Context: an optimization exercise on an open-source flow, tuned for small area, a short achievable clock period and few clock cycles per item. The choices shown serve that exercise and are no tape-out recipe. Only simulation tests tie the RTL to the original design; equivalence was not proved. Power and IR drop assume default switching activity.

==> flow/design.v <==
`default_nettype none
package div_pkg;
  localparam int xlen = 32;
  typedef enum logic [1:0] {
    OP_DIV  = 2'd0,
    OP_DIVU = 2'd1,
    OP_REM  = 2'd2,
    OP_REMU = 2'd3
  } div_op_e;
endpackage
`default_nettype wire
`timescale 1ns/1ps
`default_nettype none
module div_operand_prep
(
  input  logic        CLK,
  input  logic        RST_N,
  input  logic        in_valid,
  input  logic        in_ready,
  input  logic [31:0] in_a,
  input  logic [31:0] in_b,
  input  logic [1:0]  in_op,
  input  logic        recirc,
  input  logic [31:0] recirc_data,
  output logic        slot_valid,
  output logic        slot_done,
  output logic [0:0]  slot_rem,
  output logic [31:0] slot_dq,
  output logic [31:0] slot_divisor,
  output logic        slot_neg,
  output logic        slot_take_rem
);
  logic        is_signed;
  logic        a_neg;
  logic        b_neg;
  logic        b_zero;
  logic [31:0] a_mag;
  logic [31:0] b_mag;
  logic        neg_d;
  logic        t0;
  logic        b_small;
  logic        ge0;
  always_comb begin
    is_signed = !in_op[0];
    a_neg     = is_signed & in_a[31];
    b_neg     = is_signed & in_b[31];
    b_zero    = (in_b == '0);
    a_mag = a_neg ? ('0 - in_a) : in_a;
    b_mag = b_neg ? ('0 - in_b) : in_b;
    neg_d = in_op[1] ? a_neg : ((a_neg ^ b_neg) & !b_zero);
    t0      = is_signed ? (in_a == 32'h8000_0000) : in_a[31];
    b_small = b_zero || (in_b == 32'd1) || (is_signed && (in_b == 32'hFFFF_FFFF));
    ge0     = b_small && (t0 || !in_b[0]);
  end
  always_ff @(posedge CLK) begin
    if (!RST_N) begin
      slot_valid <= 1'b0;
    end else begin
      slot_valid <= recirc | (in_valid & in_ready);
    end
  end
  always_ff @(posedge CLK) begin
    slot_done     <= recirc;
    slot_rem      <= t0 & !(ge0 & in_b[0]);
    slot_dq       <= {a_mag[30:0], ge0};
    slot_divisor  <= recirc ? recirc_data : b_mag;
    slot_neg      <= neg_d;
    slot_take_rem <= in_op[1];
  end
endmodule
`default_nettype wire
`timescale 1ns/1ps
`default_nettype none
module div_step_stage
#(
  parameter int J0 = 0,
  parameter int K  = 2,
  parameter int SEL = 0,
  parameter int RI = (J0 < 1) ? 1 : J0,
  parameter int RO = (SEL != 0) ? 32 : J0 + K
)
(
  input  logic          CLK,
  input  logic          RST_N,
  input  logic          prev_valid,
  input  logic          prev_done,
  input  logic [RI-1:0] prev_rem,
  input  logic [31:0]   prev_dq,
  input  logic [31:0]   prev_divisor,
  input  logic          prev_neg,
  input  logic          prev_take_rem,
  output logic          next_valid,
  output logic          next_done,
  output logic [RO-1:0] next_rem,
  output logic [31:0]   next_dq,
  output logic [31:0]   next_divisor,
  output logic          next_neg,
  output logic          next_take_rem
);
  logic [31:0] rem [0:K];
  logic [31:0] dq  [0:K];
  assign rem[0] = (J0 == 0) ? 32'd0 : {{(32 - RI){1'b0}}, prev_rem};
  assign dq[0]  = prev_dq;
  for (genvar i = 0; i < K; i++) begin : g_step
    localparam int W = J0 + i + 1;
    logic [W-1:0] t;
    logic [W-1:0] d;
    logic         borrow;
    logic         hi_nz;
    logic         ge;
    if (W == 1) begin : g_t1
      assign t = dq[i][31];
    end else begin : g_tn
      assign t = {rem[i][W-2:0], dq[i][31]};
    end
    if (W < 32) begin : g_hi
      assign hi_nz = |prev_divisor[31:W];
    end else begin : g_nohi
      assign hi_nz = 1'b0;
    end
    assign {borrow, d} = {1'b0, t} - {1'b0, prev_divisor[W-1:0]};
    assign ge = !hi_nz && !borrow;
    if (W < 32) begin : g_rw
      assign rem[i+1] = {{(32 - W){1'b0}}, ge ? d : t};
    end else begin : g_rf
      assign rem[i+1] = ge ? d : t;
    end
    assign dq[i+1] = {dq[i][30:0], ge};
  end
  always_ff @(posedge CLK) begin
    if (!RST_N) begin
      next_valid <= 1'b0;
    end else begin
      next_valid <= prev_valid;
    end
  end
  if (SEL) begin : g_sel
    always_ff @(posedge CLK) begin
      next_rem <= prev_take_rem ? rem[K] : dq[K];
    end
    assign next_dq = '0;
  end else begin : g_nosel
    always_ff @(posedge CLK) begin
      next_rem <= rem[K][RO-1:0];
      next_dq  <= dq[K];
    end
  end
  always_ff @(posedge CLK) begin
    next_done     <= prev_done;
    next_divisor  <= prev_divisor;
    next_neg      <= prev_neg;
    next_take_rem <= prev_take_rem;
  end
endmodule
`default_nettype wire
`timescale 1ns/1ps
`default_nettype none
module div_result_fixup
#(
  parameter int DEPTH = 30,
  parameter int LAPW  = 5
)
(
  input  logic        CLK,
  input  logic        RST_N,
  input  logic        r_ready,
  output logic        in_ready,
  input  logic        prev_valid,
  input  logic        prev_done,
  input  logic [31:0] prev_mag,
  input  logic [31:0] prev_divisor,
  input  logic        prev_neg,
  output logic        recirc,
  output logic [31:0] result,
  output logic        r_valid,
  output logic [31:0] r_data
);
  logic        ring;
  logic [LAPW-1:0] lap;
  logic        prev_head;
  logic        recirc_head;
  logic        space;
  logic        deliver;
  always_comb begin
    if (prev_done) begin
      result = prev_divisor;
    end else begin
      result = prev_neg ? ('0 - prev_mag) : prev_mag;
    end
  end
  assign space       = !r_valid | r_ready;
  assign prev_head   = ring & (lap == '0);
  assign deliver     = prev_valid & space & (!ring | prev_head);
  assign recirc      = prev_valid & !deliver;
  assign recirc_head = recirc & (!ring | prev_head);
  assign in_ready    = !ring & !(prev_valid & !space);
  always_ff @(posedge CLK) begin
    if (recirc_head) begin
      lap <= DEPTH[LAPW-1:0];
    end else if (lap != '0) begin
      lap <= lap - 1'b1;
    end
  end
  always_ff @(posedge CLK) begin
    if (!RST_N) begin
      ring <= 1'b0;
    end else if (recirc_head) begin
      ring <= 1'b1;
    end else if (deliver & prev_head) begin
      ring <= 1'b0;
    end
  end
  always_ff @(posedge CLK) begin
    if (!RST_N) begin
      r_valid <= 1'b0;
    end else if (space) begin
      r_valid <= deliver;
    end
  end
  always_ff @(posedge CLK) begin
    if (deliver) begin
      r_data <= result;
    end
  end
endmodule
`default_nettype wire
`timescale 1ns/1ps
`default_nettype none
module div_top
(
  input  logic        CLK,
  input  logic        RST_N,
  input  logic        in_valid,
  output logic        in_ready,
  input  logic [31:0] in_a,
  input  logic [31:0] in_b,
  input  logic [1:0]  in_op,
  output logic        r_valid,
  input  logic        r_ready,
  output logic [31:0] r_data
);
  logic        recirc;
  logic [31:0] result;
  logic        s0_valid;
  logic        s0_done;
  logic [0:0] s0_rem;
  logic [31:0] s0_dq;
  logic [31:0] s0_divisor;
  logic        s0_neg;
  logic        s0_take_rem;
  logic        s1_valid;
  logic        s1_done;
  logic [2:0] s1_rem;
  logic [31:0] s1_dq;
  logic [31:0] s1_divisor;
  logic        s1_neg;
  logic        s1_take_rem;
  logic        s2_valid;
  logic        s2_done;
  logic [4:0] s2_rem;
  logic [31:0] s2_dq;
  logic [31:0] s2_divisor;
  logic        s2_neg;
  logic        s2_take_rem;
  logic        s3_valid;
  logic        s3_done;
  logic [5:0] s3_rem;
  logic [31:0] s3_dq;
  logic [31:0] s3_divisor;
  logic        s3_neg;
  logic        s3_take_rem;
  logic        s4_valid;
  logic        s4_done;
  logic [6:0] s4_rem;
  logic [31:0] s4_dq;
  logic [31:0] s4_divisor;
  logic        s4_neg;
  logic        s4_take_rem;
  logic        s5_valid;
  logic        s5_done;
  logic [7:0] s5_rem;
  logic [31:0] s5_dq;
  logic [31:0] s5_divisor;
  logic        s5_neg;
  logic        s5_take_rem;
  logic        s6_valid;
  logic        s6_done;
  logic [8:0] s6_rem;
  logic [31:0] s6_dq;
  logic [31:0] s6_divisor;
  logic        s6_neg;
  logic        s6_take_rem;
  logic        s7_valid;
  logic        s7_done;
  logic [9:0] s7_rem;
  logic [31:0] s7_dq;
  logic [31:0] s7_divisor;
  logic        s7_neg;
  logic        s7_take_rem;
  logic        s8_valid;
  logic        s8_done;
  logic [10:0] s8_rem;
  logic [31:0] s8_dq;
  logic [31:0] s8_divisor;
  logic        s8_neg;
  logic        s8_take_rem;
  logic        s9_valid;
  logic        s9_done;
  logic [11:0] s9_rem;
  logic [31:0] s9_dq;
  logic [31:0] s9_divisor;
  logic        s9_neg;
  logic        s9_take_rem;
  logic        s10_valid;
  logic        s10_done;
  logic [12:0] s10_rem;
  logic [31:0] s10_dq;
  logic [31:0] s10_divisor;
  logic        s10_neg;
  logic        s10_take_rem;
  logic        s11_valid;
  logic        s11_done;
  logic [13:0] s11_rem;
  logic [31:0] s11_dq;
  logic [31:0] s11_divisor;
  logic        s11_neg;
  logic        s11_take_rem;
  logic        s12_valid;
  logic        s12_done;
  logic [14:0] s12_rem;
  logic [31:0] s12_dq;
  logic [31:0] s12_divisor;
  logic        s12_neg;
  logic        s12_take_rem;
  logic        s13_valid;
  logic        s13_done;
  logic [15:0] s13_rem;
  logic [31:0] s13_dq;
  logic [31:0] s13_divisor;
  logic        s13_neg;
  logic        s13_take_rem;
  logic        s14_valid;
  logic        s14_done;
  logic [16:0] s14_rem;
  logic [31:0] s14_dq;
  logic [31:0] s14_divisor;
  logic        s14_neg;
  logic        s14_take_rem;
  logic        s15_valid;
  logic        s15_done;
  logic [17:0] s15_rem;
  logic [31:0] s15_dq;
  logic [31:0] s15_divisor;
  logic        s15_neg;
  logic        s15_take_rem;
  logic        s16_valid;
  logic        s16_done;
  logic [18:0] s16_rem;
  logic [31:0] s16_dq;
  logic [31:0] s16_divisor;
  logic        s16_neg;
  logic        s16_take_rem;
  logic        s17_valid;
  logic        s17_done;
  logic [19:0] s17_rem;
  logic [31:0] s17_dq;
  logic [31:0] s17_divisor;
  logic        s17_neg;
  logic        s17_take_rem;
  logic        s18_valid;
  logic        s18_done;
  logic [20:0] s18_rem;
  logic [31:0] s18_dq;
  logic [31:0] s18_divisor;
  logic        s18_neg;
  logic        s18_take_rem;
  logic        s19_valid;
  logic        s19_done;
  logic [21:0] s19_rem;
  logic [31:0] s19_dq;
  logic [31:0] s19_divisor;
  logic        s19_neg;
  logic        s19_take_rem;
  logic        s20_valid;
  logic        s20_done;
  logic [22:0] s20_rem;
  logic [31:0] s20_dq;
  logic [31:0] s20_divisor;
  logic        s20_neg;
  logic        s20_take_rem;
  logic        s21_valid;
  logic        s21_done;
  logic [23:0] s21_rem;
  logic [31:0] s21_dq;
  logic [31:0] s21_divisor;
  logic        s21_neg;
  logic        s21_take_rem;
  logic        s22_valid;
  logic        s22_done;
  logic [24:0] s22_rem;
  logic [31:0] s22_dq;
  logic [31:0] s22_divisor;
  logic        s22_neg;
  logic        s22_take_rem;
  logic        s23_valid;
  logic        s23_done;
  logic [25:0] s23_rem;
  logic [31:0] s23_dq;
  logic [31:0] s23_divisor;
  logic        s23_neg;
  logic        s23_take_rem;
  logic        s24_valid;
  logic        s24_done;
  logic [26:0] s24_rem;
  logic [31:0] s24_dq;
  logic [31:0] s24_divisor;
  logic        s24_neg;
  logic        s24_take_rem;
  logic        s25_valid;
  logic        s25_done;
  logic [27:0] s25_rem;
  logic [31:0] s25_dq;
  logic [31:0] s25_divisor;
  logic        s25_neg;
  logic        s25_take_rem;
  logic        s26_valid;
  logic        s26_done;
  logic [28:0] s26_rem;
  logic [31:0] s26_dq;
  logic [31:0] s26_divisor;
  logic        s26_neg;
  logic        s26_take_rem;
  logic        s27_valid;
  logic        s27_done;
  logic [29:0] s27_rem;
  logic [31:0] s27_dq;
  logic [31:0] s27_divisor;
  logic        s27_neg;
  logic        s27_take_rem;
  logic        s28_valid;
  logic        s28_done;
  logic [30:0] s28_rem;
  logic [31:0] s28_dq;
  logic [31:0] s28_divisor;
  logic        s28_neg;
  logic        s28_take_rem;
  logic        s29_valid;
  logic        s29_done;
  logic [31:0] s29_rem;
  logic [31:0] s29_dq;
  logic [31:0] s29_divisor;
  logic        s29_neg;
  logic        s29_take_rem;
  div_operand_prep u_operand_prep (
    .CLK           (CLK),
    .RST_N         (RST_N),
    .in_valid      (in_valid),
    .in_ready      (in_ready),
    .in_a          (in_a),
    .in_b          (in_b),
    .in_op         (in_op),
    .recirc        (recirc),
    .recirc_data   (result),
    .slot_valid    (s0_valid),
    .slot_done     (s0_done),
    .slot_rem      (s0_rem),
    .slot_dq       (s0_dq),
    .slot_divisor  (s0_divisor),
    .slot_neg      (s0_neg),
    .slot_take_rem (s0_take_rem)
  );
  div_step_stage #(.J0(1), .K(2), .SEL(0)) u_stage0 (
    .CLK           (CLK),
    .RST_N         (RST_N),
    .prev_valid    (s0_valid),
    .prev_done     (s0_done),
    .prev_rem      (s0_rem),
    .prev_dq       (s0_dq),
    .prev_divisor  (s0_divisor),
    .prev_neg      (s0_neg),
    .prev_take_rem (s0_take_rem),
    .next_valid    (s1_valid),
    .next_done     (s1_done),
    .next_rem      (s1_rem),
    .next_dq       (s1_dq),
    .next_divisor  (s1_divisor),
    .next_neg      (s1_neg),
    .next_take_rem (s1_take_rem)
  );
  div_step_stage #(.J0(3), .K(2), .SEL(0)) u_stage1 (
    .CLK           (CLK),
    .RST_N         (RST_N),
    .prev_valid    (s1_valid),
    .prev_done     (s1_done),
    .prev_rem      (s1_rem),
    .prev_dq       (s1_dq),
    .prev_divisor  (s1_divisor),
    .prev_neg      (s1_neg),
    .prev_take_rem (s1_take_rem),
    .next_valid    (s2_valid),
    .next_done     (s2_done),
    .next_rem      (s2_rem),
    .next_dq       (s2_dq),
    .next_divisor  (s2_divisor),
    .next_neg      (s2_neg),
    .next_take_rem (s2_take_rem)
  );
  div_step_stage #(.J0(5), .K(1), .SEL(0)) u_stage2 (
    .CLK           (CLK),
    .RST_N         (RST_N),
    .prev_valid    (s2_valid),
    .prev_done     (s2_done),
    .prev_rem      (s2_rem),
    .prev_dq       (s2_dq),
    .prev_divisor  (s2_divisor),
    .prev_neg      (s2_neg),
    .prev_take_rem (s2_take_rem),
    .next_valid    (s3_valid),
    .next_done     (s3_done),
    .next_rem      (s3_rem),
    .next_dq       (s3_dq),
    .next_divisor  (s3_divisor),
    .next_neg      (s3_neg),
    .next_take_rem (s3_take_rem)
  );
  div_step_stage #(.J0(6), .K(1), .SEL(0)) u_stage3 (
    .CLK           (CLK),
    .RST_N         (RST_N),
    .prev_valid    (s3_valid),
    .prev_done     (s3_done),
    .prev_rem      (s3_rem),
    .prev_dq       (s3_dq),
    .prev_divisor  (s3_divisor),
    .prev_neg      (s3_neg),
    .prev_take_rem (s3_take_rem),
    .next_valid    (s4_valid),
    .next_done     (s4_done),
    .next_rem      (s4_rem),
    .next_dq       (s4_dq),
    .next_divisor  (s4_divisor),
    .next_neg      (s4_neg),
    .next_take_rem (s4_take_rem)
  );
  div_step_stage #(.J0(7), .K(1), .SEL(0)) u_stage4 (
    .CLK           (CLK),
    .RST_N         (RST_N),
    .prev_valid    (s4_valid),
    .prev_done     (s4_done),
    .prev_rem      (s4_rem),
    .prev_dq       (s4_dq),
    .prev_divisor  (s4_divisor),
    .prev_neg      (s4_neg),
    .prev_take_rem (s4_take_rem),
    .next_valid    (s5_valid),
    .next_done     (s5_done),
    .next_rem      (s5_rem),
    .next_dq       (s5_dq),
    .next_divisor  (s5_divisor),
    .next_neg      (s5_neg),
    .next_take_rem (s5_take_rem)
  );
  div_step_stage #(.J0(8), .K(1), .SEL(0)) u_stage5 (
    .CLK           (CLK),
    .RST_N         (RST_N),
    .prev_valid    (s5_valid),
    .prev_done     (s5_done),
    .prev_rem      (s5_rem),
    .prev_dq       (s5_dq),
    .prev_divisor  (s5_divisor),
    .prev_neg      (s5_neg),
    .prev_take_rem (s5_take_rem),
    .next_valid    (s6_valid),
    .next_done     (s6_done),
    .next_rem      (s6_rem),
    .next_dq       (s6_dq),
    .next_divisor  (s6_divisor),
    .next_neg      (s6_neg),
    .next_take_rem (s6_take_rem)
  );
  div_step_stage #(.J0(9), .K(1), .SEL(0)) u_stage6 (
    .CLK           (CLK),
    .RST_N         (RST_N),
    .prev_valid    (s6_valid),
    .prev_done     (s6_done),
    .prev_rem      (s6_rem),
    .prev_dq       (s6_dq),
    .prev_divisor  (s6_divisor),
    .prev_neg      (s6_neg),
    .prev_take_rem (s6_take_rem),
    .next_valid    (s7_valid),
    .next_done     (s7_done),
    .next_rem      (s7_rem),
    .next_dq       (s7_dq),
    .next_divisor  (s7_divisor),
    .next_neg      (s7_neg),
    .next_take_rem (s7_take_rem)
  );
  div_step_stage #(.J0(10), .K(1), .SEL(0)) u_stage7 (
    .CLK           (CLK),
    .RST_N         (RST_N),
    .prev_valid    (s7_valid),
    .prev_done     (s7_done),
    .prev_rem      (s7_rem),
    .prev_dq       (s7_dq),
    .prev_divisor  (s7_divisor),
    .prev_neg      (s7_neg),
    .prev_take_rem (s7_take_rem),
    .next_valid    (s8_valid),
    .next_done     (s8_done),
    .next_rem      (s8_rem),
    .next_dq       (s8_dq),
    .next_divisor  (s8_divisor),
    .next_neg      (s8_neg),
    .next_take_rem (s8_take_rem)
  );
  div_step_stage #(.J0(11), .K(1), .SEL(0)) u_stage8 (
    .CLK           (CLK),
    .RST_N         (RST_N),
    .prev_valid    (s8_valid),
    .prev_done     (s8_done),
    .prev_rem      (s8_rem),
    .prev_dq       (s8_dq),
    .prev_divisor  (s8_divisor),
    .prev_neg      (s8_neg),
    .prev_take_rem (s8_take_rem),
    .next_valid    (s9_valid),
    .next_done     (s9_done),
    .next_rem      (s9_rem),
    .next_dq       (s9_dq),
    .next_divisor  (s9_divisor),
    .next_neg      (s9_neg),
    .next_take_rem (s9_take_rem)
  );
  div_step_stage #(.J0(12), .K(1), .SEL(0)) u_stage9 (
    .CLK           (CLK),
    .RST_N         (RST_N),
    .prev_valid    (s9_valid),
    .prev_done     (s9_done),
    .prev_rem      (s9_rem),
    .prev_dq       (s9_dq),
    .prev_divisor  (s9_divisor),
    .prev_neg      (s9_neg),
    .prev_take_rem (s9_take_rem),
    .next_valid    (s10_valid),
    .next_done     (s10_done),
    .next_rem      (s10_rem),
    .next_dq       (s10_dq),
    .next_divisor  (s10_divisor),
    .next_neg      (s10_neg),
    .next_take_rem (s10_take_rem)
  );
  div_step_stage #(.J0(13), .K(1), .SEL(0)) u_stage10 (
    .CLK           (CLK),
    .RST_N         (RST_N),
    .prev_valid    (s10_valid),
    .prev_done     (s10_done),
    .prev_rem      (s10_rem),
    .prev_dq       (s10_dq),
    .prev_divisor  (s10_divisor),
    .prev_neg      (s10_neg),
    .prev_take_rem (s10_take_rem),
    .next_valid    (s11_valid),
    .next_done     (s11_done),
    .next_rem      (s11_rem),
    .next_dq       (s11_dq),
    .next_divisor  (s11_divisor),
    .next_neg      (s11_neg),
    .next_take_rem (s11_take_rem)
  );
  div_step_stage #(.J0(14), .K(1), .SEL(0)) u_stage11 (
    .CLK           (CLK),
    .RST_N         (RST_N),
    .prev_valid    (s11_valid),
    .prev_done     (s11_done),
    .prev_rem      (s11_rem),
    .prev_dq       (s11_dq),
    .prev_divisor  (s11_divisor),
    .prev_neg      (s11_neg),
    .prev_take_rem (s11_take_rem),
    .next_valid    (s12_valid),
    .next_done     (s12_done),
    .next_rem      (s12_rem),
    .next_dq       (s12_dq),
    .next_divisor  (s12_divisor),
    .next_neg      (s12_neg),
    .next_take_rem (s12_take_rem)
  );
  div_step_stage #(.J0(15), .K(1), .SEL(0)) u_stage12 (
    .CLK           (CLK),
    .RST_N         (RST_N),
    .prev_valid    (s12_valid),
    .prev_done     (s12_done),
    .prev_rem      (s12_rem),
    .prev_dq       (s12_dq),
    .prev_divisor  (s12_divisor),
    .prev_neg      (s12_neg),
    .prev_take_rem (s12_take_rem),
    .next_valid    (s13_valid),
    .next_done     (s13_done),
    .next_rem      (s13_rem),
    .next_dq       (s13_dq),
    .next_divisor  (s13_divisor),
    .next_neg      (s13_neg),
    .next_take_rem (s13_take_rem)
  );
  div_step_stage #(.J0(16), .K(1), .SEL(0)) u_stage13 (
    .CLK           (CLK),
    .RST_N         (RST_N),
    .prev_valid    (s13_valid),
    .prev_done     (s13_done),
    .prev_rem      (s13_rem),
    .prev_dq       (s13_dq),
    .prev_divisor  (s13_divisor),
    .prev_neg      (s13_neg),
    .prev_take_rem (s13_take_rem),
    .next_valid    (s14_valid),
    .next_done     (s14_done),
    .next_rem      (s14_rem),
    .next_dq       (s14_dq),
    .next_divisor  (s14_divisor),
    .next_neg      (s14_neg),
    .next_take_rem (s14_take_rem)
  );
  div_step_stage #(.J0(17), .K(1), .SEL(0)) u_stage14 (
    .CLK           (CLK),
    .RST_N         (RST_N),
    .prev_valid    (s14_valid),
    .prev_done     (s14_done),
    .prev_rem      (s14_rem),
    .prev_dq       (s14_dq),
    .prev_divisor  (s14_divisor),
    .prev_neg      (s14_neg),
    .prev_take_rem (s14_take_rem),
    .next_valid    (s15_valid),
    .next_done     (s15_done),
    .next_rem      (s15_rem),
    .next_dq       (s15_dq),
    .next_divisor  (s15_divisor),
    .next_neg      (s15_neg),
    .next_take_rem (s15_take_rem)
  );
  div_step_stage #(.J0(18), .K(1), .SEL(0)) u_stage15 (
    .CLK           (CLK),
    .RST_N         (RST_N),
    .prev_valid    (s15_valid),
    .prev_done     (s15_done),
    .prev_rem      (s15_rem),
    .prev_dq       (s15_dq),
    .prev_divisor  (s15_divisor),
    .prev_neg      (s15_neg),
    .prev_take_rem (s15_take_rem),
    .next_valid    (s16_valid),
    .next_done     (s16_done),
    .next_rem      (s16_rem),
    .next_dq       (s16_dq),
    .next_divisor  (s16_divisor),
    .next_neg      (s16_neg),
    .next_take_rem (s16_take_rem)
  );
  div_step_stage #(.J0(19), .K(1), .SEL(0)) u_stage16 (
    .CLK           (CLK),
    .RST_N         (RST_N),
    .prev_valid    (s16_valid),
    .prev_done     (s16_done),
    .prev_rem      (s16_rem),
    .prev_dq       (s16_dq),
    .prev_divisor  (s16_divisor),
    .prev_neg      (s16_neg),
    .prev_take_rem (s16_take_rem),
    .next_valid    (s17_valid),
    .next_done     (s17_done),
    .next_rem      (s17_rem),
    .next_dq       (s17_dq),
    .next_divisor  (s17_divisor),
    .next_neg      (s17_neg),
    .next_take_rem (s17_take_rem)
  );
  div_step_stage #(.J0(20), .K(1), .SEL(0)) u_stage17 (
    .CLK           (CLK),
    .RST_N         (RST_N),
    .prev_valid    (s17_valid),
    .prev_done     (s17_done),
    .prev_rem      (s17_rem),
    .prev_dq       (s17_dq),
    .prev_divisor  (s17_divisor),
    .prev_neg      (s17_neg),
    .prev_take_rem (s17_take_rem),
    .next_valid    (s18_valid),
    .next_done     (s18_done),
    .next_rem      (s18_rem),
    .next_dq       (s18_dq),
    .next_divisor  (s18_divisor),
    .next_neg      (s18_neg),
    .next_take_rem (s18_take_rem)
  );
  div_step_stage #(.J0(21), .K(1), .SEL(0)) u_stage18 (
    .CLK           (CLK),
    .RST_N         (RST_N),
    .prev_valid    (s18_valid),
    .prev_done     (s18_done),
    .prev_rem      (s18_rem),
    .prev_dq       (s18_dq),
    .prev_divisor  (s18_divisor),
    .prev_neg      (s18_neg),
    .prev_take_rem (s18_take_rem),
    .next_valid    (s19_valid),
    .next_done     (s19_done),
    .next_rem      (s19_rem),
    .next_dq       (s19_dq),
    .next_divisor  (s19_divisor),
    .next_neg      (s19_neg),
    .next_take_rem (s19_take_rem)
  );
  div_step_stage #(.J0(22), .K(1), .SEL(0)) u_stage19 (
    .CLK           (CLK),
    .RST_N         (RST_N),
    .prev_valid    (s19_valid),
    .prev_done     (s19_done),
    .prev_rem      (s19_rem),
    .prev_dq       (s19_dq),
    .prev_divisor  (s19_divisor),
    .prev_neg      (s19_neg),
    .prev_take_rem (s19_take_rem),
    .next_valid    (s20_valid),
    .next_done     (s20_done),
    .next_rem      (s20_rem),
    .next_dq       (s20_dq),
    .next_divisor  (s20_divisor),
    .next_neg      (s20_neg),
    .next_take_rem (s20_take_rem)
  );
  div_step_stage #(.J0(23), .K(1), .SEL(0)) u_stage20 (
    .CLK           (CLK),
    .RST_N         (RST_N),
    .prev_valid    (s20_valid),
    .prev_done     (s20_done),
    .prev_rem      (s20_rem),
    .prev_dq       (s20_dq),
    .prev_divisor  (s20_divisor),
    .prev_neg      (s20_neg),
    .prev_take_rem (s20_take_rem),
    .next_valid    (s21_valid),
    .next_done     (s21_done),
    .next_rem      (s21_rem),
    .next_dq       (s21_dq),
    .next_divisor  (s21_divisor),
    .next_neg      (s21_neg),
    .next_take_rem (s21_take_rem)
  );
  div_step_stage #(.J0(24), .K(1), .SEL(0)) u_stage21 (
    .CLK           (CLK),
    .RST_N         (RST_N),
    .prev_valid    (s21_valid),
    .prev_done     (s21_done),
    .prev_rem      (s21_rem),
    .prev_dq       (s21_dq),
    .prev_divisor  (s21_divisor),
    .prev_neg      (s21_neg),
    .prev_take_rem (s21_take_rem),
    .next_valid    (s22_valid),
    .next_done     (s22_done),
    .next_rem      (s22_rem),
    .next_dq       (s22_dq),
    .next_divisor  (s22_divisor),
    .next_neg      (s22_neg),
    .next_take_rem (s22_take_rem)
  );
  div_step_stage #(.J0(25), .K(1), .SEL(0)) u_stage22 (
    .CLK           (CLK),
    .RST_N         (RST_N),
    .prev_valid    (s22_valid),
    .prev_done     (s22_done),
    .prev_rem      (s22_rem),
    .prev_dq       (s22_dq),
    .prev_divisor  (s22_divisor),
    .prev_neg      (s22_neg),
    .prev_take_rem (s22_take_rem),
    .next_valid    (s23_valid),
    .next_done     (s23_done),
    .next_rem      (s23_rem),
    .next_dq       (s23_dq),
    .next_divisor  (s23_divisor),
    .next_neg      (s23_neg),
    .next_take_rem (s23_take_rem)
  );
  div_step_stage #(.J0(26), .K(1), .SEL(0)) u_stage23 (
    .CLK           (CLK),
    .RST_N         (RST_N),
    .prev_valid    (s23_valid),
    .prev_done     (s23_done),
    .prev_rem      (s23_rem),
    .prev_dq       (s23_dq),
    .prev_divisor  (s23_divisor),
    .prev_neg      (s23_neg),
    .prev_take_rem (s23_take_rem),
    .next_valid    (s24_valid),
    .next_done     (s24_done),
    .next_rem      (s24_rem),
    .next_dq       (s24_dq),
    .next_divisor  (s24_divisor),
    .next_neg      (s24_neg),
    .next_take_rem (s24_take_rem)
  );
  div_step_stage #(.J0(27), .K(1), .SEL(0)) u_stage24 (
    .CLK           (CLK),
    .RST_N         (RST_N),
    .prev_valid    (s24_valid),
    .prev_done     (s24_done),
    .prev_rem      (s24_rem),
    .prev_dq       (s24_dq),
    .prev_divisor  (s24_divisor),
    .prev_neg      (s24_neg),
    .prev_take_rem (s24_take_rem),
    .next_valid    (s25_valid),
    .next_done     (s25_done),
    .next_rem      (s25_rem),
    .next_dq       (s25_dq),
    .next_divisor  (s25_divisor),
    .next_neg      (s25_neg),
    .next_take_rem (s25_take_rem)
  );
  div_step_stage #(.J0(28), .K(1), .SEL(0)) u_stage25 (
    .CLK           (CLK),
    .RST_N         (RST_N),
    .prev_valid    (s25_valid),
    .prev_done     (s25_done),
    .prev_rem      (s25_rem),
    .prev_dq       (s25_dq),
    .prev_divisor  (s25_divisor),
    .prev_neg      (s25_neg),
    .prev_take_rem (s25_take_rem),
    .next_valid    (s26_valid),
    .next_done     (s26_done),
    .next_rem      (s26_rem),
    .next_dq       (s26_dq),
    .next_divisor  (s26_divisor),
    .next_neg      (s26_neg),
    .next_take_rem (s26_take_rem)
  );
  div_step_stage #(.J0(29), .K(1), .SEL(0)) u_stage26 (
    .CLK           (CLK),
    .RST_N         (RST_N),
    .prev_valid    (s26_valid),
    .prev_done     (s26_done),
    .prev_rem      (s26_rem),
    .prev_dq       (s26_dq),
    .prev_divisor  (s26_divisor),
    .prev_neg      (s26_neg),
    .prev_take_rem (s26_take_rem),
    .next_valid    (s27_valid),
    .next_done     (s27_done),
    .next_rem      (s27_rem),
    .next_dq       (s27_dq),
    .next_divisor  (s27_divisor),
    .next_neg      (s27_neg),
    .next_take_rem (s27_take_rem)
  );
  div_step_stage #(.J0(30), .K(1), .SEL(0)) u_stage27 (
    .CLK           (CLK),
    .RST_N         (RST_N),
    .prev_valid    (s27_valid),
    .prev_done     (s27_done),
    .prev_rem      (s27_rem),
    .prev_dq       (s27_dq),
    .prev_divisor  (s27_divisor),
    .prev_neg      (s27_neg),
    .prev_take_rem (s27_take_rem),
    .next_valid    (s28_valid),
    .next_done     (s28_done),
    .next_rem      (s28_rem),
    .next_dq       (s28_dq),
    .next_divisor  (s28_divisor),
    .next_neg      (s28_neg),
    .next_take_rem (s28_take_rem)
  );
  div_step_stage #(.J0(31), .K(1), .SEL(1)) u_stage28 (
    .CLK           (CLK),
    .RST_N         (RST_N),
    .prev_valid    (s28_valid),
    .prev_done     (s28_done),
    .prev_rem      (s28_rem),
    .prev_dq       (s28_dq),
    .prev_divisor  (s28_divisor),
    .prev_neg      (s28_neg),
    .prev_take_rem (s28_take_rem),
    .next_valid    (s29_valid),
    .next_done     (s29_done),
    .next_rem      (s29_rem),
    .next_dq       (s29_dq),
    .next_divisor  (s29_divisor),
    .next_neg      (s29_neg),
    .next_take_rem (s29_take_rem)
  );
  div_result_fixup #(.DEPTH(29), .LAPW(5)) u_result_fixup (
    .CLK           (CLK),
    .RST_N         (RST_N),
    .r_ready       (r_ready),
    .in_ready      (in_ready),
    .prev_valid    (s29_valid),
    .prev_done     (s29_done),
    .prev_mag      (s29_rem),
    .prev_divisor  (s29_divisor),
    .prev_neg      (s29_neg),
    .recirc        (recirc),
    .result        (result),
    .r_valid       (r_valid),
    .r_data        (r_data)
  );
endmodule
`default_nettype wire
==> flow/run.sh <==
#!/bin/bash
# synth_recipe.tcl (not shown) runs the flow's synth.tcl, then flattens the netlist and writes it again
# the make line also repeats each setting of config.mk as NAME=value (left out here)
make -C /OpenROAD-flow-scripts/flow DESIGN_CONFIG=/design/flow/config.mk WORK_HOME=/design/flow/orfs CLKGATE_MAP_FILE= SYNTH_SCRIPT=/design/flow/synth_recipe.tcl finish
==> flow/config.mk <==
export PLATFORM = sky130hd
export DESIGN_NAME = div_top
export DESIGN_NICKNAME = div_top
export VERILOG_FILES = /design/flow/design.v
export SDC_FILE = /design/flow/constraint.sdc
export NUM_CORES = 4
export LEC_CHECK = 0
export CAP_MARGIN = 20
export CORE_MARGIN = 2
export CORE_UTILIZATION = 40
export CTS_CLUSTER_DIAMETER = 100
export CTS_CLUSTER_SIZE = 32
export SETUP_SLACK_MARGIN = 3.4
export SLEW_MARGIN = 20
==> flow/constraint.sdc <==
create_clock -name core_clock -period 7.0 [get_ports {CLK}]
set_input_delay 1.4000 -clock core_clock [delete_from_list [all_inputs] [get_ports {CLK}]]
set_output_delay 1.4000 -clock core_clock [all_outputs]
set_load 0.01 [all_outputs]
==> impl_metrics.ini, run 1 <==
[cts]
cts_tree = yes
hold_buffers = 0
clock_path_buffers = 3
htree_levels = 3
root_buffer = clkbuf_16
cts_made_buffers = 95
path_clk_slew_ns = 0.11
cts.sinks = 2568
clock_latency_ns = 0.81

[cells_and_area]
final_area_um2 = 95220
layout-drive-gt1-share_pct = 8.130
area_growth_pct = 9.891
final_nets = 8598

[floorplanning]
die_w_um = 469.4
initial_core_util_pct = 40.29
chipHeight_um = 469.4
core_area_um2 = 215000
rows = 170
die_area_um2 = 220400
ios = 104

[sta]
hold_viol_final = 0
post-route-period-util_pct = 51.08
setup_viol = 0
period_minus_slack_ns = 3.575
totalNegativeSetupSlack_ns = 0
setup_ws_ns = 3.425
rsz0062_at_grt = yes
timing.hold.ws_ns = 0.3040
tightest_slew_ns = 1.369
relSlewSlack_pct = 7.752
fin_worst_skew_ns = 0.05730
fmax_ghz = 0.2797
slew_violations = 0

[synthesis]
async_flop_share_pct = 0
synth.distinct_cells = 82
syn_avg_cell_area_um2 = 11.12
seq_area_frac_synth_pct = 59.70
synth_warnings = 89
ys.flop_type = dfxtp_1
syn_inst = 7795
syn-num-nets = 8428
ys_seq_elements = 2568
synth_edf_count = 32
syn_area_um2 = 86650

[routing]
wl_met2_um = 81150
drt-met1-wl_um = 80500
dr.max_layer_used = met4
route.met3.wl_um = 5403
drt_iter0_drc = 2502
routedWlPerCell_um = 15.85
drc = 0
ant_nets = 0
via_per_inst = 4.822
dr.pass1.iters = 7
dr_total_vias = 52240
wirelength_um = 171800

[worst_setup_path]
r2r_setup_slack_ns = 3.53
startpoint_type = primary input
path_class = primary input to register
crit_path_end_kind = register
arrival_ns = 4.31
worstPathRequired_ns = 7.73
reg2reg_to = u_stage28.next_rem[13]$_DFF_P_
ff2ff_path_depth = 14
critPathMaxFanout = 3
r2r_start = u_stage27.next_dq[31]$_DFF_P_
critPathLaunch = in_a[9]

[global_routing]
grt_pass1_vias = 51720
grt_first_pass_wirelength_um = 271500
grt_overflow_total = 0
grt_util_all_layers_pct = 15.05
grt_max_degree = 68
grt_antenna_before_repair = 10

[placement]
placed_cell_area_um2 = 91140
port_buffers = 103
dpl.hpwl_um = 128300
gp_congestion = 0.8558
dp_worst_setup_slack_ns = 1.277

[hold_path]
hold_class = register to register
min_to = u_stage6.next_dq[10]$_DFF_P_
worstHoldStart = u_stage5.next_dq[9]$_DFF_P_
holdPathStages = 0

[power_and_ir_drop]
powerDensity_nw_per_um2 = 329.1
ir_worst_vdd_mv = 0.2214
power.leakage_uw = 0.04132

[outcome]
status = finished clean

[run]
maxCapViolations = 0
## synthesized netlist by cell type (all sizes together) (49+ instances only)
master     n  share of area, %
dfxtp   2536                59
inv      686               3.0
ha       532               7.7
nand2    513               2.2
o21ai    454               2.6
nor2     367               1.6
a21oi    357               2.1
mux2     296               3.8
xnor2    283               2.9
xor2     183               1.8
a21o     150               1.3
nor3     112              0.66
nor4     101              0.73
nand3     94              0.55
nor2b     94              0.68
clkbuf    87              0.38
nand2b    79              0.57
o21a      67              0.58
a31oi     61              0.44
o31ai     49              0.43
## worst max-delay path by stage
stage	to	cells after the start
floorplan	u_operand_prep.slot_dq[30]$_DFF_P_	8
global placement	u_operand_prep.slot_dq[0]$_DFF_P_	10
detailed placement	u_operand_prep.slot_dq[0]$_DFF_P_	10
CTS	u_stage24.next_rem[9]$_DFF_P_	14
global route	u_stage28.next_rem[13]$_DFF_P_	14
finish	u_operand_prep.slot_dq[30]$_DFF_P_	9
## report_power, final
group          internal (uW)  switching (uW)  total (uW)
Combinational           3300            4130        7440
Clock                   2610            4360        6970
Sequential             16100             853       16900
Total                  22000            9350       31300
## final cells by class
class | count | area, um^2
clock buffer | 102 | 2424
tap | 2838 | 3551
clock inverter | 25 | 407.9
fill | 19830 | 119800
antenna | 2 | 5.005
inverter | 687 | 2579
sequential | 2568 | 51740
multi-input combinational | 4429 | 32630
timing repair buffer | 184 | 1891
## what timing repair did
action / CTS / global route
gates cloned: 2 / 9
pin swaps: 15 / 29
setup buffers: 17 / 18
resized for setup: 83 / 93
endpoints found under the setup margin: 392 / 397
## kinds of logic (layout without fill, tap and decap cells)
logic type	after synthesis	count (layout)	synth area share (%)
fa+ha+maj	563	563	8.398
mux	339	339	4.343
buf+inv	801	998	3.507
compound gates	1437	1438	10.30
xor+xnor	466	466	4.710
other cells	0	2	0
flops	2568	2568	59.70
simple gates	1621	1623	9.044
## stage by stage
stage	power (uW)	instances	utilization [%]
CTS	31460	10810	43.94
detailed placement	24280	10660	42.38
global route	33200	10830	44.28
global placement	24120	10660	42.38
floorplan	22330	7795	-
finish	31330	10840	44.28
## worst max-delay path: stages
cell             delay (ns)
clkdlybuf4s50_1        0.45
or4_4                  0.57
or3_4                  0.36
or2_4                  0.31
nor2_4                 0.16
nand3_4                0.13
or4_4                  0.54
o41ai_4                0.22
xnor2_1                0.15
## routing by layer
layer  global-route usage (%)  vias to the layer above
li1                         -                    26710
met4                    4.212                        0
met3                    1.847                      239
met5                        0                        -
met2                    26.10                      661
met1                    19.65                    24640
## placed cells by master, fill, tap and decap left out, types with 44 or more instances in the layout
| cell | count |
|---|---|
| nand3_1 | 90 |
| a21o_1 | 150 |
| nand2_1 | 512 |
| inv_1 | 686 |
| o21a_1 | 66 |
| dfxtp_1 | 2529 |
| o21ai_0 | 429 |
| a21oi_1 | 343 |
| and2_1 | 44 |
| buf_4 | 56 |
| nor2b_1 | 90 |
| ha_1 | 531 |
| a31oi_1 | 55 |
| nor4_1 | 100 |
| nor3_1 | 104 |
| clkbuf_16 | 101 |
| clkdlybuf4s50_1 | 101 |
| nand2b_1 | 79 |
| xnor2_1 | 283 |
| mux2_2 | 295 |
| xor2_1 | 183 |
| nor2_1 | 364 |
Testbench counts, summed over its fixed seeds: cycles 9,848, items 9,600.
==> inputs of run 2 (changes only) <==
--- a/flow/config.mk
+++ b/flow/config.mk
@@ -10,5 +10,5 @@
 export CORE_UTILIZATION = 40
 export CTS_CLUSTER_DIAMETER = 100
 export CTS_CLUSTER_SIZE = 32
-export SETUP_SLACK_MARGIN = 3.4
+export SETUP_SLACK_MARGIN = 3.3
 export SLEW_MARGIN = 20
==> impl_metrics.ini, run 2 <==
[outcome]
status = finished clean

[routing]
dr.pass1.iters = 5
routedWlPerCell_um = 15.64
wirelength_um = 169100
drt_iter0_drc = 2520
dr_total_vias = 52100
drc = 0
ant_nets = 0
via_per_inst = 4.819

[global_routing]
grt_first_pass_wirelength_um = 270100
grt_pass1_vias = 51560
grt_overflow_total = 0
grt_util_all_layers_pct = 14.94
grt_antenna_before_repair = 8
grt_max_degree = 68

[synthesis]
syn_avg_cell_area_um2 = 11.12
synth-xor-area-share_pct = 4.710
yosysTopAreaCell = dfxtp_1
synthTopCellsByArea = dfxtp_1 59%, ha_1 7.7%, mux2_2 3.8%, inv_1 3.0%, xnor2_1 2.9%
syn_area_um2 = 86650
yosys-top-cells-count = 2536 x dfxtp_1, 686 x inv_1, 532 x ha_1
synth_mux_area_share_pct = 4.343
seq_area_frac_synth_pct = 59.70
ys.flop_type = dfxtp_1
async_flop_share_pct = 0
syn-num-nets = 8428
ys_seq_elements = 2568
synth_warnings = 89
yosysMostFrequentCell = dfxtp_1
syn_inst = 7795
synth.distinct_cells = 82
synth_compound_area_share_pct = 10.30
yosys.area_share.adder_pct = 8.398
netlist.area_leader.share_pct = 58.59
synth_top_family_by_area = compound AO/OA/AOI/OAI gates
synth_edf_count = 32
synth-simple-area-share_pct = 9.044

[cts]
path_clk_slew_ns = 0.11
htree_levels = 3
cts_tree = yes
cts.sinks = 2568
root_buffer = clkbuf_16
clock_path_buffers = 3
hold_buffers = 0
clock_latency_ns = 0.80
cts_made_buffers = 95

[sta]
hold_viol_final = 0
totalNegativeSetupSlack_ns = 0
setup_viol = 0
period_minus_slack_ns = 3.667
slew_violations = 0
fin_worst_skew_ns = 0.05471
relSlewSlack_pct = 10.01
fmax_ghz = 0.2727
post-route-period-util_pct = 52.38
rsz0062_at_grt = no
tightest_slew_ns = 1.336

[worst_setup_path]
r2r_setup_slack_ns = 3.41
crit_cells = 9
path_cells = clkdlybuf4s50_1 > or4_4 > or3_4 > or2_4 > nor2_4 > nand3_4 > or4_4 > o41ai_2 > xnor2_1
path_class = primary input to register
arrival_ns = 4.40
cp_top_family = simple AND/OR/NAND/NOR gates
critical-path-slowest-cell = or4_4
crit_path_end_kind = register
max_stage_delay_ns = 0.53
worstPathRequired_ns = 7.73
critPathBufInv = 1
critPathLaunch = in_a[7]
reg2reg_to = u_operand_prep.slot_divisor[29]$_DFF_P_
crit_end = u_operand_prep.slot_dq[30]$_DFF_P_
r2r_start = u_stage28.next_rem[9]$_DFF_P_
startpoint_type = primary input
cp_common_cell = or4_4
ff2ff_path_depth = 9
critPathMaxFanout = 5

[cells_and_area]
layout_common_cells = 2533 x dfxtp_1, 686 x inv_1, 532 x ha_1, 512 x nand2_1, 435 x o21ai_0
area_growth_pct = 9.374
seqCellArea_um2 = 51730
multi_input_area_um2 = 32420
layout-drive-gt1-share_pct = 7.639
final_area_um2 = 94770
final_nets = 8575
fillers = 19850
final_common_cell = dfxtp_1

[placement]
port_buffers = 103
gp_congestion = 0.8558
placed_cell_area_um2 = 91140
dpl.hpwl_um = 128300

[floorplanning]
die_w_um = 469.4
rows = 170
die_area_um2 = 220400
ios = 104
initial_core_util_pct = 40.29
chipHeight_um = 469.4
core_area_um2 = 215000

[run]
maxCapViolations = 0

[power_and_ir_drop]
ir_worst_vdd_mv = 0.2213
powerDensity_nw_per_um2 = 329.1
power.leakage_uw = 0.04114

[hold_path]
hold_class = register to register
run 2: cell counts after synthesis:
Identical to the previous run, type by type.
run 2: layer usage:
layer / vias to the layer above / track usage, % / wire, um
met2: 664 / 25.83 / 79750
met5: - / 0 / 0
met4: 0 / 4.115 / 4461
li1: 26650 / - / -
met3: 233 / 1.859 / 5206
met1: 24550 / 19.59 / 79640
run 2: how the worst min path moves through the flow:
stage	start	to	slack, ns	depth (start not counted)
5_1_grt	u_stage5.next_dq[9]$_DFF_P_	u_stage6.next_dq[10]$_DFF_P_	0.30	0
3_5_place_dp	u_operand_prep.slot_dq[18]$_DFF_P_	u_stage0.next_dq[20]$_DFF_P_	0.31	0
2_1_floorplan	u_operand_prep.slot_done$_DFF_P_	u_stage0.next_done$_DFF_P_	0.31	0
3_3_place_gp	u_stage10.next_take_rem$_DFF_P_	u_stage11.next_take_rem$_DFF_P_	0.31	0
4_1_cts	u_stage2.next_dq[19]$_DFF_P_	u_stage3.next_dq[20]$_DFF_P_	0.30	0
6_report	u_stage5.next_dq[9]$_DFF_P_	u_stage6.next_dq[10]$_DFF_P_	0.30	0
run 2: area by class of cell:
| class | count | area share, % |
|---|---|---|
| well taps | 2838 | 3.747 |
| inverters | 687 | 2.725 |
| flip-flops and latches | 2568 | 54.59 |
| multi-input cells | 4426 | 34.21 |
| repair buffers | 164 | 1.737 |
| clock buffers | 102 | 2.557 |
| clock inverters | 25 | 0.4304 |
| diodes | 2 | 0.005281 |
run 2: power by group:
group          internal [uW]  switching, uW  leakage, uW
logic                   3240           4060       0.0183
registers              16100            849       0.0215
clock network           2610           4360      0.00136
total                  21900           9280       0.0411
run 2: per-stage QoR:
stage	util, %	power [uW]	setup WS (ns)	hold slack [ns]	cells
after detailed placement	42.38	24280	1.277	0.3121	10660
final	44.07	31190	3.333	0.3040	10810
after CTS	43.83	31400	3.259	0.3011	10790
after global placement	42.38	24120	1.232	0.3095	10660
after floorplan	-	22330	3.281	0.3096	7795
after global routing	44.07	33070	3.240	0.3015	10810
run 2: logic make-up after synthesis:
group,after synthesis
compound gates,1437
xor+xnor,466
buf+inv,801
mux,339
simple gates,1621
flops,2568
fa+ha+maj,563
run 2: repair_timing:
item | CTS | global route
pin swaps | 6 | 20
endpoints found under the setup margin | 329 | 344
gates resized for setup | 53 | 78
gates cloned | 0 | 4
hold endpoints to repair | 0 | 0
setup buffers | 7 | 12
==> inputs of run 3 (changes only) <==
--- a/flow/config.mk
+++ b/flow/config.mk
@@ -10,5 +10,5 @@
 export CORE_UTILIZATION = 40
 export CTS_CLUSTER_DIAMETER = 100
 export CTS_CLUSTER_SIZE = 32
-export SETUP_SLACK_MARGIN = 3.3
+export SETUP_SLACK_MARGIN = 3.7
 export SLEW_MARGIN = 20
==> impl_metrics.ini, run 3 <==
[outcome]
status = finished clean

[global_routing]
grt_overflow_total = 0
grt_antenna_before_repair = 13
grt_first_pass_wirelength_um = 277500
grt_pass1_vias = 52690
grt_util_all_layers_pct = 15.40
grt_max_degree = 68

[cells_and_area]
final_nets = 8720
fin_cells = 10960
layout_common_cells = 2502 x dfxtp_1, 678 x inv_1, 512 x ha_1, 483 x nand2_1, 369 x o21ai_0
layout-drive-gt1-share_pct = 12.15
area_growth_pct = 12.97
final_area_um2 = 97890
final_common_cell = dfxtp_1

[floorplanning]
die_area_um2 = 220400
chipHeight_um = 469.4
rows = 170
die_w_um = 469.4
core_area_um2 = 215000
initial_core_util_pct = 40.29
ios = 104

[routing]
ant_nets = 0
drt_iter0_drc = 2809
dr_total_vias = 53070
wirelength_um = 178100
dr.pass1.iters = 5
routedWlPerCell_um = 16.24
via_per_inst = 4.840
drc = 0

[cts]
clock_latency_ns = 0.78
cts.sinks = 2568
root_buffer = clkbuf_16
cts_tree = yes
path_clk_slew_ns = 0.12
htree_levels = 3
clock_path_buffers = 3
hold_buffers = 0
cts_made_buffers = 95

[power_and_ir_drop]
total_power_uw = 32110
powerDensity_nw_per_um2 = 328.0
ir_worst_vdd_mv = 0.2199
power.leakage_uw = 0.04237

[synthesis]
ys_seq_elements = 2568
yosys-top-cells-count = 2536 x dfxtp_1, 686 x inv_1, 532 x ha_1
syn-num-nets = 8428
synth_warnings = 89
syn_avg_cell_area_um2 = 11.12
ys.flop_type = dfxtp_1
synth_edf_count = 32
synth.distinct_cells = 82
synthTopCellsByArea = dfxtp_1 59%, ha_1 7.7%, mux2_2 3.8%, inv_1 3.0%, xnor2_1 2.9%
netlist.area_leader.share_pct = 58.59
async_flop_share_pct = 0
syn_inst = 7795
syn_area_um2 = 86650
seq_area_frac_synth_pct = 59.70
yosysTopAreaCell = dfxtp_1
yosysMostFrequentCell = dfxtp_1

[sta]
setup_viol = 0
slew_violations = 0
tightest_slew_ns = 1.171
rsz0062_at_grt = yes
fmax_ghz = 0.2940
totalNegativeSetupSlack_ns = 0
hold_viol_final = 0
relSlewSlack_pct = 21.09
post-route-period-util_pct = 48.59
fin_worst_skew_ns = 0.06726
period_minus_slack_ns = 3.401

[worst_setup_path]
r2r_setup_slack_ns = 3.60
arrival_ns = 4.08
crit_path_end_kind = register
r2r_start = u_stage23.next_dq[31]$_DFF_P_
startpoint_type = register
reg2reg_to = u_stage24.next_rem[26]$_DFF_P_
ff2ff_path_depth = 15
critPathMaxFanout = 6
worstPathRequired_ns = 7.68
path_class = register to register

[hold_path]
min_to = u_stage23.next_divisor[9]$_DFF_P_
holdPathStages = 0
hold_class = register to register
worstHoldStart = u_stage22.next_divisor[9]$_DFF_P_

[placement]
placed_cell_area_um2 = 91190
placedCellCount = 10660
gp_congestion = 0.8769
dpl.hpwl_um = 127900
port_buffers = 103

[run]
maxCapViolations = 0
## run 3: cell types whose count changed in the layout (fill, tap and decap cells not counted), moves of 28 or more
cell	delta
mux2_4	+53
dfxtp_2	+30
dfxtp_1	-31
nand2_1	-29
buf_4	+96
mux2_2	-53
o21ai_2	+28
o21ai_1	+36
o21ai_0	-66
## run 3: cell families after synthesis
| group | Yosys count | synth area share, % |
|---|---|---|
| adders and majority gates | 563 | 8.398 |
| buffers and inverters | 801 | 3.507 |
| xor gates and xnor gates | 466 | 4.710 |
| DFF | 2568 | 59.70 |
| muxes | 339 | 4.343 |
| AOI/OAI and AO/OA | 1437 | 10.30 |
| and+or+nand+nor | 1621 | 9.044 |
## run 3: how the worst max path moves through the flow
stage	start	endpoint	slack [ns]	cells after the start
4_1_cts	u_stage26.next_dq[31]$_DFF_P_	u_stage27.next_rem[30]$_DFF_P_	3.56	14
5_1_grt	u_stage26.next_dq[31]$_DFF_P_	u_stage27.next_rem[30]$_DFF_P_	3.48	14
2_1_floorplan	in_a[9]	u_operand_prep.slot_dq[30]$_DFF_P_	3.29	8
6_report	u_stage23.next_dq[31]$_DFF_P_	u_stage24.next_rem[26]$_DFF_P_	3.60	15
3_3_place_gp	in_a[9]	u_operand_prep.slot_dq[0]$_DFF_P_	1.44	10
3_5_place_dp	in_a[7]	u_operand_prep.slot_dq[0]$_DFF_P_	1.46	10
## run 3: stage by stage
stage | worst slack [ns] | hold WS, ns | util [%]
5_1_grt | 3.480 | 0.3132 | 45.52
4_1_cts | 3.558 | 0.3178 | 44.61
3_5_place_dp | 1.456 | 0.3121 | 42.40
2_1_floorplan | 3.290 | 0.3096 | -
3_3_place_gp | 1.439 | 0.3096 | 42.40
6_report | 3.599 | 0.3116 | 45.52
## run 3: per-layer routing
metal / global-route usage [%] / vias to the layer above / share of wire (%)
li1: - / 26970 / -
met1: 19.96 / 25120 / 46
met2: 26.96 / 734 / 48
met3: 1.662 / 244 / 3.1
met4: 4.569 / 2 / 2.5
met5: 0 / - / 0.0073
## run 3: worst max-delay path, stage by stage (launching register included)
cell	delay (ns)
dfxtp_2	0.34
inv_2	0.04
ha_4	0.16
fa_2	0.42
nor2b_4	0.14
o2111ai_2	0.17
nand3_2	0.14
nand2_4	0.07
o31ai_4	0.31
a41oi_4	0.22
o31ai_4	0.28
nor4_2	0.09
nor3_2	0.25
buf_4	0.21
clkbuf_16	0.18
mux2_4	0.30
## run 3: repair_timing
item,in CTS,in global routing
pin swaps,74,138
gates resized for setup,269,337
gates cloned,16,17
buffers inserted,78,58
setup endpoints to repair,483,455
endpoints found under the hold margin,0,0
## run 3: final cells by class
cell class                 instances  area [um^2]
clock inverter                    24        332.8
timing repair buffer             300         3161
multi-input combinational       4435        34000
clock buffer                     107         2474
fill                           19550       117200
antenna                            4        10.01
sequential                      2568        51770
inverter                         687         2585
tap                             2838         3551
## run 3: power by group
part | total (uW) | switching (uW) | internal, uW
combinational | 8160 | 4460 | 3700
sequential | 17000 | 883 | 16100
clock | 6990 | 4330 | 2660
==> inputs of run 4 (changes only) <==
--- a/flow/config.mk
+++ b/flow/config.mk
@@ -10,5 +10,6 @@
 export CORE_UTILIZATION = 40
 export CTS_CLUSTER_DIAMETER = 100
 export CTS_CLUSTER_SIZE = 32
-export SETUP_SLACK_MARGIN = 3.7
+export SETUP_SLACK_MARGIN = 3.6
 export SLEW_MARGIN = 20
+export TNS_END_PERCENT = 10
==> impl_metrics.ini, run 4 <==
[outcome]
status = finished clean

[hold_path]
hold_class = register to register
worstHoldStart = u_stage5.next_dq[9]$_DFF_P_
holdPathStages = 0
min_to = u_stage6.next_dq[10]$_DFF_P_

[power_and_ir_drop]
p_seq_share_pct = 53.8
p_clk_share_pct = 22.2
powerDensity_nw_per_um2 = 329.3
total_power_uw = 31490
p_comb_share_pct = 24.1
power.leakage_uw = 0.04146
switchingPower_uw = 9438
p_int_uw = 22060
power.share.switching_pct = 29.97
ir_worst_vdd_mv = 0.2219

[cts]
clock_latency_ns = 0.80
clock_path_buffers = 3
cts_tree = yes
path_clk_slew_ns = 0.11
cts.sinks = 2568
cts_made_buffers = 95
htree_levels = 3
root_buffer = clkbuf_16
hold_buffers = 0

[cells_and_area]
fin_cells = 10850
area_growth_pct = 10.39
final_nets = 8611
final_common_cell = dfxtp_1
layout_common_cells = 2523 x dfxtp_1, 683 x inv_1, 526 x ha_1, 495 x nand2_1, 409 x o21ai_0
final_util_pct = 44.48
fillers = 19810
layout-drive-gt1-share_pct = 8.941

[synthesis]
synth_edf_count = 32
ys_seq_elements = 2568
syn-num-nets = 8428
async_flop_share_pct = 0
yosys-top-cells-count = 2536 x dfxtp_1, 686 x inv_1, 532 x ha_1
netlist.area_leader.share_pct = 58.59
syn_area_um2 = 86650
syn_avg_cell_area_um2 = 11.12
yosysMostFrequentCell = dfxtp_1
synth_warnings = 89
seq_area_frac_synth_pct = 59.70
syn_inst = 7795
synthTopCellsByArea = dfxtp_1 59%, ha_1 7.7%, mux2_2 3.8%, inv_1 3.0%, xnor2_1 2.9%
ys.flop_type = dfxtp_1
yosysTopAreaCell = dfxtp_1
synth.distinct_cells = 82

[sta]
slew_violations = 0
period_minus_slack_ns = 3.652
fin_worst_skew_ns = 0.05616
relSlewSlack_pct = 13.84
post-route-period-util_pct = 52.18
setup_viol = 0
fmax_ghz = 0.2738
tightest_slew_ns = 1.279
totalNegativeSetupSlack_ns = 0
timing.hold.ws_ns = 0.3049
rsz0062_at_grt = yes
hold_viol_final = 0

[worst_setup_path]
worstPathRequired_ns = 7.73
critPathLaunch = in_a[10]
critPathMaxFanout = 4
startpoint_type = primary input
ff2ff_path_depth = 9
crit_path_end_kind = register
path_class = primary input to register
reg2reg_to = u_operand_prep.slot_divisor[29]$_DFF_P_
arrival_ns = 4.39
r2r_start = u_stage28.next_rem[9]$_DFF_P_
r2r_setup_slack_ns = 3.47

[floorplanning]
rows = 170
chipHeight_um = 469.4
die_area_um2 = 220400
initial_core_util_pct = 40.29
die_w_um = 469.4
core_area_um2 = 215000
ios = 104

[placement]
gp_congestion = 0.8558
placedCellCount = 10660
dpl.hpwl_um = 128300
port_buffers = 103

[global_routing]
grt_overflow_total = 0
grt_antenna_before_repair = 11
grt_max_degree = 68
grt_pass1_vias = 51610
grt_first_pass_wirelength_um = 270500
grt_util_all_layers_pct = 14.97

[routing]
drt-met1-wl_um = 80800
routedWlPerCell_um = 15.90
drt_iter0_drc = 2587
via_per_inst = 4.835
route.met3.wl_um = 5426
ant_nets = 0
dr_total_vias = 52450
dr.pass1.iters = 5
wirelength_um = 172500
dr.max_layer_used = met5
drc = 0
wl_met2_um = 81390

[run]
maxCapViolations = 0
[run 4: worst max path at each step]
stage	to	slack, ns	depth (start not counted)
after global routing	u_stage20.next_rem[21]$_DFF_P_	3.30	14
final	u_operand_prep.slot_dq[30]$_DFF_P_	3.35	9
after floorplan	u_operand_prep.slot_dq[30]$_DFF_P_	3.28	8
after detailed placement	u_operand_prep.slot_dq[0]$_DFF_P_	1.28	10
after CTS	u_stage26.next_rem[4]$_DFF_P_	3.23	12
after global placement	u_operand_prep.slot_dq[0]$_DFF_P_	1.23	10
[run 4: power groups by stage]
stage               registers [uW]  clock network (uW)  logic [uW]
floorplan                    16900                   0        5470
finish                       16900                6980        7570
global placement             17300                   0        6850
global route                 17100                7800        8450
CTS                          16900                7310        7150
detailed placement           17300                   0        7010
[run 4: layout make-up]
type / count / area (um^2) / share of cell area [%]
Antenna cell: 2 / 5.005 / 0.005232
Clock buffer: 102 / 2424 / 2.534
Clock inverter: 25 / 407.9 / 0.4264
Inverter: 687 / 2580 / 2.697
Multi-Input combinational cell: 4431 / 32920 / 34.41
Sequential cell: 2568 / 51750 / 54.10
Tap cell: 2838 / 3551 / 3.712
Timing Repair Buffer: 195 / 2022 / 2.114
[run 4: repair_timing]
action | in CTS | in global routing
resized for setup | 59 | 212
cloned | 1 | 15
pin swaps | 11 | 60
setup buffers | 11 | 32
endpoints found under the setup margin | 439 | 501
[run 4: metal layers]
metal	GRT usage, %	vias up
met3	1.882	252
li1	-	26740
met2	25.87	665
met1	19.60	24800
met5	0	-
met4	4.168	2
[run 4: kinds of logic after synthesis]
kind of cell    after synthesis  share of synthesized area (%)
compound gates             1437                          10.30
simple gates               1621                          9.044
xor+xnor                    466                          4.710
mux                         339                          4.343
buf+inv                     801                          3.507
flops                      2568                          59.70
fa+ha+maj                   563                          8.398
[run 4: stage by stage]
step,cell area [um^2],worst slack [ns]
finish,95650,3.348
global route,95650,3.297
CTS,94350,3.231
detailed placement,91140,1.277
global placement,91140,1.232
floorplan,86670,3.281
[run 4: critical path, cell delays in order]
cell and delay, ns:
clkdlybuf4s50_1 0.44, or4_4 0.54, or3_4 0.36, or2_4 0.31
nor2_4 0.19, nand3_4 0.14, or4_4 0.60, o41ai_4 0.23
xnor2_1 0.15
==> inputs of run 5 (changes only) <==
--- a/flow/config.mk
+++ b/flow/config.mk
@@ -12,4 +12,3 @@
 export CTS_CLUSTER_SIZE = 32
 export SETUP_SLACK_MARGIN = 3.6
 export SLEW_MARGIN = 20
-export TNS_END_PERCENT = 10
==> impl_metrics.ini, run 5 <==
[worst_setup_path]
arrival_ns = 4.08
startpoint_type = register
crit_path_end_kind = register
critPathLaunch = u_stage25.next_dq[31]$_DFF_P_
path_class = register to register
critPathMaxFanout = 15
r2r_start = u_stage25.next_dq[31]$_DFF_P_
worstPathRequired_ns = 7.66

[sta]
post-route-period-util_pct = 48.93
relSlewSlack_pct = 15.75
tightest_slew_ns = 1.251
slew_violations = 0
fmax_ghz = 0.2920
setup_viol = 0
fin_worst_skew_ns = 0.03799
hold_viol_final = 0
rsz0062_at_grt = yes
period_minus_slack_ns = 3.425
totalNegativeSetupSlack_ns = 0

[routing]
wirelength_um = 174700
drc = 0
dr.pass1.iters = 5
via_per_inst = 4.833
drt_iter0_drc = 2780
routedWlPerCell_um = 15.98
dr_total_vias = 52830
ant_nets = 0

[outcome]
status = finished clean

[cells_and_area]
fillers = 19670
final_area_um2 = 97010
fin_cells = 10930
layout-drive-gt1-share_pct = 10.68
final_common_cell = dfxtp_1
area_growth_pct = 11.96
final_nets = 8695
layout_common_cells = 2513 x dfxtp_1, 681 x inv_1, 524 x ha_1, 492 x nand2_1, 392 x o21ai_0

[synthesis]
ys_seq_elements = 2568
syn_area_um2 = 86650
async_flop_share_pct = 0
yosysTopAreaCell = dfxtp_1
syn-num-nets = 8428
yosysMostFrequentCell = dfxtp_1
synth.distinct_cells = 82
seq_area_frac_synth_pct = 59.70
yosys-top-cells-count = 2536 x dfxtp_1, 686 x inv_1, 532 x ha_1
synthTopCellsByArea = dfxtp_1 59%, ha_1 7.7%, mux2_2 3.8%, inv_1 3.0%, xnor2_1 2.9%
synth_warnings = 89
netlist.area_leader.share_pct = 58.59
synth_edf_count = 32
syn_inst = 7795
ys.flop_type = dfxtp_1
syn_avg_cell_area_um2 = 11.12

[power_and_ir_drop]
powerDensity_nw_per_um2 = 329.5
power.leakage_uw = 0.04209
ir_worst_vdd_mv = 0.2367

[placement]
placed_cell_area_um2 = 91190
placedCellCount = 10660
port_buffers = 103
dpl.hpwl_um = 127900
gp_congestion = 0.8826

[cts]
path_clk_slew_ns = 0.11
htree_levels = 3
clock_latency_ns = 0.80
cts.sinks = 2568
clock_path_buffers = 3
cts_tree = yes
cts_made_buffers = 97
root_buffer = clkbuf_16

[global_routing]
grt_overflow_total = 0
grt_first_pass_wirelength_um = 274300
grt_pass1_vias = 52520
grt_util_all_layers_pct = 15.16
grt_max_degree = 68
grt_antenna_before_repair = 8

[floorplanning]
chipHeight_um = 469.4
ios = 104
initial_core_util_pct = 40.29
die_w_um = 469.4
rows = 170
die_area_um2 = 220400
core_area_um2 = 215000

[hold_path]
hold_class = register to register
worstHoldStart = u_stage4.next_dq[8]$_DFF_P_

[run]
maxCapViolations = 0
## run 5: cell types whose count changed in the layout (fill, tap and decap cells not counted), moves of 6 or more
cell      delta
buf_12       +6
o21ai_0     -17
buf_6        -6
a21boi_0    -11
buf_4       +68
a21boi_1     +7
o21ai_1     +16
mux2_2      -27
dfxtp_1     -10
dfxtp_2      +8
mux2_4      +27
## run 5: layout make-up
type	count	area, um^2	share of cell area, %
repair buffers	275	2804	2.890
diodes	1	2.502	0.002579
clock inverters	28	431.7	0.4450
well taps	2838	3551	3.660
inverters	687	2585	2.665
flip-flops and latches	2568	51760	53.36
clock buffers	101	2464	2.539
multi-input cells	4433	33410	34.44
## run 5: metrics by stage
stage / utilization, % / worst slack [ns] / total power, uW / hold slack [ns]
after floorplan: - / 3.290 / 22340 / 0.3096
after global placement: 42.40 / 1.338 / 24140 / 0.3095
after detailed placement: 42.40 / 1.385 / 24300 / 0.3121
after CTS: 44.35 / 3.600 / 31730 / 0.2985
after global routing: 45.11 / 3.403 / 33790 / 0.2930
final: 45.11 / 3.575 / 31960 / 0.3000
## run 5: final timing paths
check | endpoint | slack (ns) | cells after the start
setup / recovery | u_stage26.next_rem[4]$_DFF_P_ | 3.58 | 15
hold / removal | u_stage5.next_dq[9]$_DFF_P_ | 0.30 | 0
setup reg to reg | u_stage26.next_rem[4]$_DFF_P_ | 3.58 | 15
hold reg to reg | u_stage5.next_dq[9]$_DFF_P_ | 0.30 | 0
## run 5: report_power, final
group	switching (uW)	leakage (uW)	total (uW)	internal (uW)
combinational	4310	0.0192	7930	3610
clock	4410	0.00141	7080	2670
sequential	887	0.0215	17000	16100
total	9610	0.0421	32000	22400
## run 5: timing repair
| action | 4_1_cts | 5_1_grt |
|---|---|---|
| pin swaps | 57 | 117 |
| hold buffers | 0 | 0 |
| buffers inserted | 55 | 60 |
| gates resized for setup | 171 | 252 |
| gates cloned | 8 | 16 |
| setup endpoints to repair | 438 | 485 |
## run 5: per-layer routing
layer / global-route usage (%) / wire, um
met1: 19.35 / 79180
met2: 26.69 / 84410
met3: 2.160 / 6415
met4: 4.072 / 4648
met5: 0 / 0
## run 5: cell families after synthesis
group	share of synthesized area, %
AO/OA/AOI/OAI	10.30
XOR/XNOR	4.710
adder cells (fa/ha/maj)	8.398
buffers and inverters	3.507
flip-flops	59.70
multiplexers	4.343
AND/OR/NAND/NOR	9.044
## run 5: worst max-delay path, cell delays in order, from the launching register on
cell and delay (ns):
dfxtp_2 0.35, inv_2 0.04, ha_4 0.15, fa_2 0.40
nor2b_2 0.13, o31a_1 0.18, o211ai_1 0.11, buf_4 0.16
a21oi_2 0.11, and3b_2 0.25, o211ai_1 0.19, buf_4 0.16
a2111oi_4 0.06, or4_4 0.55, buf_12 0.18, mux2_2 0.27

-- separate check: timing with driven ports --
How much do the figures lean on ideal ports? The routed layouts below were timed once more, with nothing changed but the port constraints.
Step 1 (the two cells are an assumption about what drives the block):
set clk [get_ports {CLK}]
set_driving_cell -lib_cell sky130_fd_sc_hd__clkbuf_16 $clk
set_driving_cell -lib_cell sky130_fd_sc_hd__buf_2 [delete_from_list [all_inputs] $clk]
Step 2 times the ports against the registers' clock, not the clock port: input delays grow and output delays shrink by t, the midpoint of the rising clock arrivals with the driver on.
a / b / c = no drivers / after step 1 / after step 2; a / b = the first two.
run	shift t [ns]	slack for setup (ns)	worst slew at a driven data input, ns
run 1	0.858	3.425 / 3.473 / 2.615	0.06
run 2	0.855	3.333 / 3.323 / 2.526	0.06
run 3	0.834	3.599 / 3.599 / 2.962	0.07
run 4	0.857	3.348 / 3.408 / 2.550	0.06
run 5	0.853	3.575 / 3.575 / 2.837	0.06
After both steps setup and hold are still met in every run listed. For run 1, which loses most, drivers alone change the setup slack by +0.048 ns; drivers and shift together by -0.810 ns.
